Context: an optimization exercise on an open-source flow, tuned for small area and a short achievable clock period. The choices shown serve that exercise and are no tape-out recipe. At most, simulation tests tie the RTL to the original design; equivalence was not proved. Only the layout flow was run in run 2; the RTL was not checked for function there. Power figures rest on the tool's default switching activity, not on a simulated workload.

## flow/design.v (module list and top-level ports; edited modules follow where they fit)
// module fp_mul_pipe: 1651 lines
// module fp_mul_fa: 6 lines
// module fp_mul_ha: 4 lines
// module fp_mul_xor: 3 lines
module fp_mul_pipe (
  input  logic        clk,
  input  logic        rst_n,
  input  logic        in_valid,
  input  logic [3:0]  r_mode,
  input  logic [31:0] fp_X,
  input  logic [31:0] fp_Y,
  output logic        out_valid,
  output logic [31:0] fp_Z,
  output logic        ovrf,
  output logic        udrf
);
  // ...
==> flow/flow/run.sh <==
#!/bin/bash
set -euo pipefail
MARGIN=5.3
sed -E "s/SETUP_SLACK_MARGIN=[-0-9.]+/SETUP_SLACK_MARGIN=${MARGIN}/" standard.sh > standard_margin.sh
grep -q "SETUP_SLACK_MARGIN=${MARGIN}" standard_margin.sh
bash standard_margin.sh > standard.log 2>&1
==> flow/standard.sh <==
#!/bin/bash
# synth_recipe.tcl (not shown) runs the flow's synth.tcl, then flattens the netlist and writes it again
# the make line also repeats each setting of config.mk as NAME=value (left out here)
make -C /OpenROAD-flow-scripts/flow DESIGN_CONFIG=/design/flow/config.mk WORK_HOME=/design/flow/orfs CLKGATE_MAP_FILE= SYNTH_SCRIPT=/design/flow/synth_recipe.tcl "${@:-finish}"
==> flow/config.mk <==
export PLATFORM = sky130hd
export DESIGN_NAME = fp_mul_pipe
export DESIGN_NICKNAME = fp_mul_pipe
export VERILOG_FILES = /design/flow/design.v
export SDC_FILE = /design/flow/constraint.sdc
export NUM_CORES = 4
export LEC_CHECK = 0
export CAP_MARGIN = 20
export CORE_MARGIN = 2
export CORE_UTILIZATION = 40
export CTS_BUF_LIST = sky130_fd_sc_hd__clkbuf_4 sky130_fd_sc_hd__clkbuf_8
export CTS_CLUSTER_DIAMETER = 40
export CTS_CLUSTER_SIZE = 20
export SETUP_SLACK_MARGIN = 5.0
export SLEW_MARGIN = 20
export SYNTH_HIERARCHICAL = 1
export SYNTH_MINIMUM_KEEP_SIZE = 0
==> flow/constraint.sdc <==
create_clock -name core_clock -period 8.5 [get_ports {clk}]
set_input_delay 1.7000 -clock core_clock [delete_from_list [all_inputs] [get_ports {clk}]]
set_output_delay 1.7000 -clock core_clock [all_outputs]
set_load 0.01 [all_outputs]
==> results.yml, run 1 <==
critical_path:
  r2r_start: "b_one0_q[7]"
  crit_required_ns: 9.00
  cpMaxStageDelayCell: "fa_1"
  r2r_cells: 7
  path_buf_inv: 1
  cpMostUsedCell: "fa_1"
clock_tree:
  cts_tree: "yes"
  htree_levels: 2
  cts_root_buf: "clkbuf_8"
layout:
  reg_top3: "r1b_r x39, r1a_r x38, r1c_r x38"
  drive_above_1_share: 0.105
  multiInputGateArea_um2: 14800
  finalNonFillerCells: 2747
pwr:
  powerSeq_mw: 2.33
  total_power_mw: 8.92
  switching_power_mw: 3.80
detailed_routing:
  drt_pass1_iterations: 6
  vias: 15400
worst_hold_path:
  hold_class: "reg2reg"
die:
  initial_utilization: 0.404
synth:
  yosys-top-cells-count: "xnor2_1, dfxtp_1, a22oi_1, fa_1, clkbuf_1"
  yosysTopAreaCellShare: 0.280
  synth_top_family_by_area: "adder cells"
status:
  status: "finished clean"
timing:
  hold_viol_final: 0
==> run 2, diff against run 1 <==
--- a/flow/design.v
+++ b/flow/design.v
@@ -16,32 +16,20 @@
   localparam logic [1:0] RT_RMM = 2'd3;   
   localparam logic [1:0] CL_NUM = 2'd0;
   localparam logic [1:0] CL_ZER = 2'd1;
   localparam logic [1:0] CL_INF = 2'd2;
   localparam logic [1:0] CL_NAN = 2'd3;
   logic [3:0] vld_q;
   logic        s0_d;
   logic [1:0]  rt0_d;
-  function automatic logic [4:0] tz24(input logic [22:0] f);
-    logic [22:0] o;
-    logic [4:0]  t;
-    o = f;
-    for (int d = 1; d < 23; d = d * 2)
-      for (int i = 22; i >= 0; i--)
-        if ((i / d) % 2 == 1) o[i] = o[i] | o[(i / d) * d - 1];
-    t = o[22] ? 5'd0 : 5'd23;
-    for (int i = 0; i < 23; i++)
-      if (f[i] && (i == 0 || !o[i-1])) t = t | 5'(i);
-    tz24 = t;
-  endfunction
-  logic [4:0]  tx0_d, ty0_d;
+  logic        xfz0_d, yfz0_d;
   always_comb begin
-    tx0_d = tz24(fp_X[22:0]);
-    ty0_d = tz24(fp_Y[22:0]);
+    xfz0_d = (fp_X[22:0] == 23'd0);
+    yfz0_d = (fp_Y[22:0] == 23'd0);
     s0_d = fp_X[31] ^ fp_Y[31];
     case (r_mode)
       4'd1:    rt0_d = RT_TRN;
       4'd2:    rt0_d = s0_d ? RT_UPX : RT_TRN;
       4'd3:    rt0_d = s0_d ? RT_TRN : RT_UPX;
       4'd4:    rt0_d = RT_RMM;
       default: rt0_d = RT_RNE;
     endcase
@@ -54,17 +42,17 @@
       y1 = fp_Y[2*i];
       y0 = (i == 0) ? 1'b0 : fp_Y[2*i-1];
       b_one0_d[i] = y1 ^ y0;
       b_two0_d[i] = (y2 & ~y1 & ~y0) | (~y2 & y1 & y0);
       b_neg0_d[i] = y2;
     end
   end
   logic        s0_q;
-  logic [4:0]  tx0_q, ty0_q;
+  logic        xfz0_q, yfz0_q;
   logic [1:0]  rt0_q;
   logic [7:0]  ex0_q, ey0_q;
   logic [22:0] fx0_q;
   logic [11:0] b_one0_q, b_two0_q, b_neg0_q;
   wire pp0_0 = ((b_one0_q[0] & fx0_q[0])) ^ b_neg0_q[0];
   wire pp0_1 = ((b_one0_q[0] & fx0_q[1]) | (b_two0_q[0] & fx0_q[0])) ^ b_neg0_q[0];
   wire pp0_2 = ((b_one0_q[0] & fx0_q[2]) | (b_two0_q[0] & fx0_q[1])) ^ b_neg0_q[0];
   wire pp0_3 = ((b_one0_q[0] & fx0_q[3]) | (b_two0_q[0] & fx0_q[2])) ^ b_neg0_q[0];
@@ -876,24 +864,27 @@
   fp_mul_fa u_fs732 (.a(pp11_21), .b(hc605), .c(fc602), .s(fs732), .co(fc733));
   wire fs735, fc736;
   fp_mul_fa u_fs735 (.a(hs609), .b(pp10_24), .c(pp11_22), .s(fs735), .co(fc736));
   wire fs738, fc739;
   fp_mul_fa u_fs738 (.a(fx0_q[21]), .b(~b_neg0_q[10]), .c(hc610), .s(fs738), .co(fc739));
   wire hs741, hc742;
   fp_mul_ha u_hs741 (.a(1'b1), .b(fx0_q[22]), .s(hs741), .co(hc742));
   wire [9:0] lowsum = {1'b0, fc625, fc622, fc619, fc616, hc614, hc612, pp1_0, pp0_1, b_neg0_q[0]} + {1'b0, fs627, fs624, fs621, fs618, fs615, hs613, hs611, 1'b0, pp0_0};
+  wire lowor = (b_neg0_q[0] ^ pp0_0) | (pp0_1 ^ 1'b0 ^ (b_neg0_q[0] | pp0_0)) | (pp1_0 ^ hs611 ^ (pp0_1 | 1'b0)) | (hc612 ^ hs613 ^ (pp1_0 | hs611)) | (hc614 ^ fs615 ^ (hc612 | hs613)) | (fc616 ^ fs618 ^ (hc614 | fs615)) | (fc619 ^ fs621 ^ (fc616 | fs618)) | (fc622 ^ fs624 ^ (fc619 | fs621)) | (fc625 ^ fs627 ^ (fc622 | fs624));
   logic [37:0] r1a_r;
   logic [47:0] r1a_q;
   logic [38:0] r1b_r;
   logic [47:0] r1b_q;
   logic [37:0] r1c_r;
   logic [47:0] r1c_q;
   logic [0:0] cin1_r;
   logic [0:0] cin1_q;
+  logic [0:0] lor1_r;
+  logic [0:0] lor1_q;
   assign r1a_q[0] = 1'b0;
   assign r1a_q[1] = 1'b0;
   assign r1a_q[2] = 1'b0;
   assign r1a_q[3] = 1'b0;
   assign r1a_q[4] = 1'b0;
   assign r1a_q[5] = 1'b0;
   assign r1a_q[6] = 1'b0;
   assign r1a_q[7] = 1'b0;
@@ -1029,35 +1020,33 @@
   assign r1c_q[41] = r1c_r[32];
   assign r1c_q[42] = r1c_r[33];
   assign r1c_q[43] = r1c_r[34];
   assign r1c_q[44] = r1c_r[35];
   assign r1c_q[45] = r1c_r[36];
   assign r1c_q[46] = r1c_r[37];
   assign r1c_q[47] = 1'b0;
   assign cin1_q[0] = cin1_r[0];
+  assign lor1_q[0] = lor1_r[0];
   logic        st0_1_d, st1_1_d, xz, yz, xe, ye, xfz, yfz;
   logic [1:0]  cl1_d;
   logic [9:0]  e1_d;
   logic [5:0]  tsum;
   always_comb begin
     xz   = (ex0_q == 8'h00);
     yz   = (ey0_q == 8'h00);
     xe   = (ex0_q == 8'hFF);
     ye   = (ey0_q == 8'hFF);
-    xfz  = (tx0_q == 5'd23);
-    yfz  = (ty0_q == 5'd23);
+    xfz  = xfz0_q;
+    yfz  = yfz0_q;
     e1_d = {2'b00, ex0_q} + {2'b00, ey0_q} - 10'd127;
     if ((xe && !xfz) || (ye && !yfz) || (xe && yz) || (ye && xz)) cl1_d = CL_NAN;
     else if (xe || ye)                                           cl1_d = CL_INF;
     else if (xz || yz)                                           cl1_d = CL_ZER;
     else                                                         cl1_d = CL_NUM;
-    tsum    = {1'b0, tx0_q} + {1'b0, ty0_q};
-    st1_1_d = (tsum <= 6'd22);   
-    st0_1_d = (tsum <= 6'd21);   
   end
   logic        s1_q, st0_1_q, st1_1_q;
   logic [1:0]  cl1_q, rt1_q;
   logic [9:0]  e1_q;
   wire hs743, hc744;
   fp_mul_ha u_hs743 (.a(r1a_q[9]), .b(r1b_q[9]), .s(hs743), .co(hc744));
   wire fs745, fc746;
   fp_mul_fa u_fs745 (.a(r1a_q[10]), .b(r1b_q[10]), .c(r1c_q[10]), .s(fs745), .co(fc746));
@@ -1422,16 +1411,18 @@
   fp_mul_xor u_sum44 (.a(ap44), .b(pg96), .y(sum44));
   wire sum45;
   fp_mul_xor u_sum45 (.a(ap45), .b(pg97), .y(sum45));
   wire sum46;
   fp_mul_xor u_sum46 (.a(ap46), .b(pg98), .y(sum46));
   wire sum47;
   fp_mul_xor u_sum47 (.a(ap47), .b(pg99), .y(sum47));
   wire [47:0] prod_w = {sum47, sum46, sum45, sum44, sum43, sum42, sum41, sum40, sum39, sum38, sum37, sum36, sum35, sum34, sum33, sum32, sum31, sum30, sum29, sum28, sum27, sum26, sum25, sum24, sum23, sum22, 1'b0, 1'b0, 1'b0, 1'b0, 1'b0, 1'b0, 1'b0, 1'b0, 1'b0, 1'b0, 1'b0, 1'b0, 1'b0, 1'b0, 1'b0, 1'b0, 1'b0, 1'b0, 1'b0, 1'b0, 1'b0, 1'b0};
+  wire st0_w = lor1_q[0] | (ap9 ^ cin1_q[0]) | (ap10 ^ (hs743 | r1c_q[9])) | (ap11 ^ (hc744 | fs745)) | (ap12 ^ (fc746 | fs748)) | (ap13 ^ (fc749 | fs751)) | (ap14 ^ (fc752 | fs754)) | (ap15 ^ (fc755 | fs757)) | (ap16 ^ (fc758 | fs760)) | (ap17 ^ (fc761 | fs763)) | (ap18 ^ (fc764 | fs766)) | (ap19 ^ (fc767 | fs769)) | (ap20 ^ (fc770 | fs772)) | (ap21 ^ (fc773 | fs775));
+  wire st1_w = st0_w | (ap22 ^ (fc776 | fs778));
   logic [47:0] prod;
   logic        h2_d, g, st, inc2_d;
   logic [23:0] m2_d;
   always_comb begin
     prod = prod_w;
     h2_d = prod[47];
     m2_d = h2_d ? prod[47:24] : prod[46:23];
     g    = h2_d ? prod[23] : prod[22];
@@ -1498,30 +1489,28 @@
   logic        ovrf_q, udrf_q;
   always_ff @(posedge clk or negedge rst_n) begin
     if (!rst_n) vld_q <= '0;
     else        vld_q <= {vld_q[2:0], in_valid};
   end
   always_ff @(posedge clk) begin
     s0_q     <= s0_d;
     rt0_q    <= rt0_d;
-    tx0_q    <= tx0_d;
-    ty0_q    <= ty0_d;
+    xfz0_q   <= xfz0_d;
+    yfz0_q   <= yfz0_d;
     ex0_q    <= fp_X[30:23];
     ey0_q    <= fp_Y[30:23];
     fx0_q    <= fp_X[22:0];
     b_one0_q <= b_one0_d;
     b_two0_q <= b_two0_d;
     b_neg0_q <= b_neg0_d;
     s1_q     <= s0_q;
     cl1_q    <= cl1_d;
     rt1_q    <= rt0_q;
     e1_q     <= e1_d;
-    st0_1_q  <= st0_1_d;
-    st1_1_q  <= st1_1_d;
     r1a_r[0] <= fc402;
     r1a_r[1] <= fc631;
     r1a_r[2] <= fc634;
     r1a_r[3] <= fs424;
     r1a_r[4] <= fs430;
     r1a_r[5] <= fs436;
     r1a_r[6] <= fs442;
     r1a_r[7] <= fs448;
@@ -1628,22 +1617,23 @@
     r1c_r[31] <= fs723;
     r1c_r[32] <= fc724;
     r1c_r[33] <= fs729;
     r1c_r[34] <= fs732;
     r1c_r[35] <= fc733;
     r1c_r[36] <= fs738;
     r1c_r[37] <= fc739;
     cin1_r[0] <= lowsum[9];
+    lor1_r[0] <= lowor;
     s2_q     <= s1_q;
     cl2_q    <= cl1_q;
     e2_q     <= e1_q;
     p2_q     <= prod[47:22];
-    st0_2_q  <= st0_1_q;
-    st1_2_q  <= st1_1_q;
+    st0_2_q  <= st0_w;
+    st1_2_q  <= st1_w;
     rt2_q    <= rt1_q;
     z_q      <= z_d;
     ovrf_q   <= ovrf_d;
     udrf_q   <= udrf_d;
   end
   assign out_valid = vld_q[3];
   assign fp_Z      = z_q;
   assign ovrf      = ovrf_q;
==> flow/config.mk (replaced) <==
export PLATFORM = sky130hd
export DESIGN_NAME = fp_mul_pipe
export DESIGN_NICKNAME = fp_mul_pipe
export VERILOG_FILES = /design/flow/design.v
export SDC_FILE = /design/flow/constraint.sdc
export NUM_CORES = 4
export LEC_CHECK = 0
export CAP_MARGIN = 20
export CORE_MARGIN = 2
export CORE_UTILIZATION = 40
export CTS_BUF_LIST = sky130_fd_sc_hd__clkbuf_8
export CTS_CLUSTER_DIAMETER = 40
export CTS_CLUSTER_SIZE = 20
export SETUP_SLACK_MARGIN = 5.0
export SLEW_MARGIN = 20
export SYNTH_HIERARCHICAL = 1
export SYNTH_MINIMUM_KEEP_SIZE = 0
==> run 2 against run 1 <==
Effect of this change: design area grew 0.88%; register-to-register slack lost 0.03 ns; synthesized cell count grew 0.72%; critical path depth is the same; highest routed layer is now met4; sequential share of layout area shrank 0.97 points; still clean; clock-buffer cell count shrank 8; via count grew 0.69%; combinational power grew 14%; critical endpoint is now r1c_r[15]; clock power grew 3%.
==> results.yml, run 2 <==
status:
  status: "finished clean"
grt:
  antenna_found_initial: 1
  grt_pass1_vias: 16600
  grt.total_usage: 0.212
  grt_first_pass_wirelength_um: 92800
  overflow: 0
  grt_max_degree: 30
layout:
  largest_reg_flops: 39
  regMostFlops: "r1b_r"
  finalNonFillerCells: 2770
  syn_to_final_growth_pct: 16.3
  drive_above_1_share: 0.0985
  reg_top3: "r1b_r x39, r1a_r x38, r1c_r x38"
  seq_area_um2: 5910
  final_util: 0.471
  final_common_cell: "xnor2_1"
  layout_common_cells: "xnor2_1, dfxtp_1, fa_1"
  multiInputGateArea_um2: 14900
  layout.nets: 2502
  nFillCells: 4842
  stdcell_area_um2: 24800
timing:
  fmax_mhz: 317
  setup_viol: 0
  hold_viol_final: 0
  skew_ns: 0.0348
  drv_slew: 0
  finalCritPeriodShare: 0.371
  rsz0062_at_grt: "no"
  slew_headroom: 0.422
  worst_slew_pin_slew_ns: 0.859
  layout_min_cycle_time_ns: 3.15
  hold_ws_ns: 0.329
  setup_tns_ns: 0
critical_path:
  end_kind: "register"
  ff2ff_setup_slack_ns: 5.35
  r2r_cells: 7
  cp-start-kind: "register"
  cpMostUsedCell: "fa_1"
  r2r_end: "r1c_r[15]"
  cpMaxStageDelayCell: "fa_1"
  cp_data_arrival_time_ns: 3.68
  worst-path-max-fanout: 24
  cpPeakStageDelay_ns: 0.50
  r2r_start: "b_one0_q[4]"
  worstSetupPathType: "reg2reg"
  crit_required_ns: 9.03
  worstPathCellList: "buf_4 -> a22oi_1 -> xnor2_1 -> fa_1 -> fa_1 -> fa_1 -> fa_1"
worst_hold_path:
  hold_depth: 0
  holdPathEnd: "e2_q[9]"
  worstHoldStart: "e1_q[9]"
  hold_class: "reg2reg"
detailed_routing:
  ant_nets: 0
  drc: 0
  drt-total-wl_um: 59900
  wl_per_cell_um: 21.6
  drt_pass1_iterations: 6
  drtIter0Drc: 1309
  viasPerCell: 5.59
  vias: 15500
synth:
  syn-cell-area_um2: 21300
  yosysWarnings: 7
  yosysTopAreaCellShare: 0.270
  yosys-top-cells-count: "xnor2_1, dfxtp_1, fa_1, a22oi_1, ha_1"
  yosysSeqAreaShare: 0.275
  synthCells: 1961
  ys_top_cells_by_area: "dfxtp_1, fa_1, xnor2_1, a22oi_1, ha_1"
  avgSynthCellArea_um2: 10.9
  synth_seq_cells: 292
  yosysMostFrequentCell: "xnor2_1"
  synth-edff-count: 0
  ys.flop_type: "dfxtp_1"
  synthArstFlopShare: 0.0137
  yosys.area.top_type: "dfxtp_1"
  synthDistinctLibCells: 64
placed_design:
  placed_cell_area_um2: 23100
  gp_congestion: 0.849
  port-buffer-count: 105
  dp.cells: 2670
  dp_hpwl_um: 39800
die:
  core_um2: 52700
  rows: 84
  dieWidth_um: 235
  die_y_um: 235
  io_pins: 106
  initial_utilization: 0.405
  die_area_um2: 55200
clock_tree:
  cts_buffers: 44
  cts.clk_slew.worst_paths_ns: 0.09
  htree_levels: 2
  holdBufCountCts: 0
  clock_path_buffers: 3
  cts_root_buf: "clkbuf_8"
  cts_sinks: 292
  clkLatencyLatePin_ns: 0.65
  cts_tree: "yes"
flow_run:
  drv_cap: 0
pwr:
  worst_ir_drop_vdd_mv: 0.186
  power_density_nw_per_um2: 388
  cellLeakagePower_nw: 9.67
==> run 2: power by group <==
part	switching [mW]	internal, mW
Combinational	3.26	2.69
Sequential	0.330	1.94
Clock	0.718	0.683
Total	4.30	5.31
==> run 2: cells by family (layout without fill, tap and decap cells) <==
family / after synthesis / count (layout) / share of synthesized area
compound gates: 427 / 430 / 0.142
xor+xnor: 377 / 377 / 0.155
fa+ha+maj: 386 / 386 / 0.320
buf+inv: 221 / 327 / 0.0404
flops: 292 / 292 / 0.275
mux: 17 / 17 / 0.00815
other cells: 1 / 13 / 0.000176
simple gates: 240 / 240 / 0.0600
==> run 2: what timing repair did <==
| item | in CTS | in global routing |
|---|---|---|
| gates cloned | 1 | 4 |
| setup endpoints to repair | 136 | 51 |
| gates resized for setup | 74 | 59 |
| pin swaps | 6 | 12 |
| buffers inserted | 7 | 5 |
==> run 2: modules after synthesis (local to each module, per instance) <==
module       cells  flops+latches
fp_mul_ha        1              0
fp_mul_fa        1              0
fp_mul_pipe   1638            292
fp_mul_xor       1              0
==> run 2: stage by stage <==
step                power [mW]  setup slack (ns)
floorplan                 6.22              5.20
CTS                       9.42              5.30
finish                    9.62              5.35
global route              10.5              5.25
detailed placement        7.92              3.94
global placement          7.81              4.04
==> run 2: worst max path at each step <==
stage                startpoint         to  slack (ns)  depth (start not counted)
floorplan           b_neg0_q[2]     lor1_r        5.20                         10
global placement       p2_q[25]    z_q[16]        4.04                         12
detailed placement     p2_q[25]     z_q[0]        3.94                         12
CTS                 b_neg0_q[3]     lor1_r        5.30                          9
global route          r1a_r[20]   p2_q[25]        5.25                         11
finish              b_one0_q[4]  r1c_r[15]        5.35                          7
==> run 2: critical path, delay by kind of cell, from the launching register on <==
kind | cells | cell delay, ns
xor gates and xnor gates | 1 | 0.22
adders and majority gates | 4 | 1.97
AOI/OAI and AO/OA | 1 | 0.18
buffers and inverters | 1 | 0.34
DFF | 1 | 0.31
==> run 2: per-layer routing <==
layer,part of all wire,track usage,vias to the layer above
met1,0.41,0.273,7587
li1,-,-,6943
met5,0,0,-
met3,0.092,0.0551,180
met4,0.039,0.0932,0
met2,0.46,0.337,782
==> run 2: area by class of cell <==
type | instances | area share
inverters | 76 | 0.0115
multi-input cells | 1462 | 0.602
repair buffers | 169 | 0.0687
clock buffers | 46 | 0.0255
clock inverters | 36 | 0.0197
diodes | 1 | 0.000101
flip-flops and latches | 292 | 0.238
well taps | 688 | 0.0347

==> afterwards: timing with drivers on the ports <==
No port has a modelled driver above. Below, the same layouts with a new extraction and two added sets of constraints.
Step 1 (the two cells are an assumption about what drives the block):
set clk [get_ports {clk}]
set_driving_cell -lib_cell sky130_fd_sc_hd__clkbuf_16 $clk
set_driving_cell -lib_cell sky130_fd_sc_hd__buf_2 [delete_from_list [all_inputs] $clk]
Step 2 also shifts input and output timing later by t, the mid clock arrival at the registers, as if the neighbouring blocks saw the same clock.
Three values: no drivers, after step 1, after step 2; two values: the first two.
run	t, ns	slack for setup (ns)	worst setup path at the end	cell pins on the clock port's net
run 1	0.682	5.377 / 5.377 / 4.749	input to register	1
run 2	0.689	5.350 / 5.350 / 4.858	input to register	1
After both steps every run listed still meets setup and hold. For run 1, which loses most, drivers alone change the setup slack by 0.000 ns; drivers and shift together by -0.628 ns.
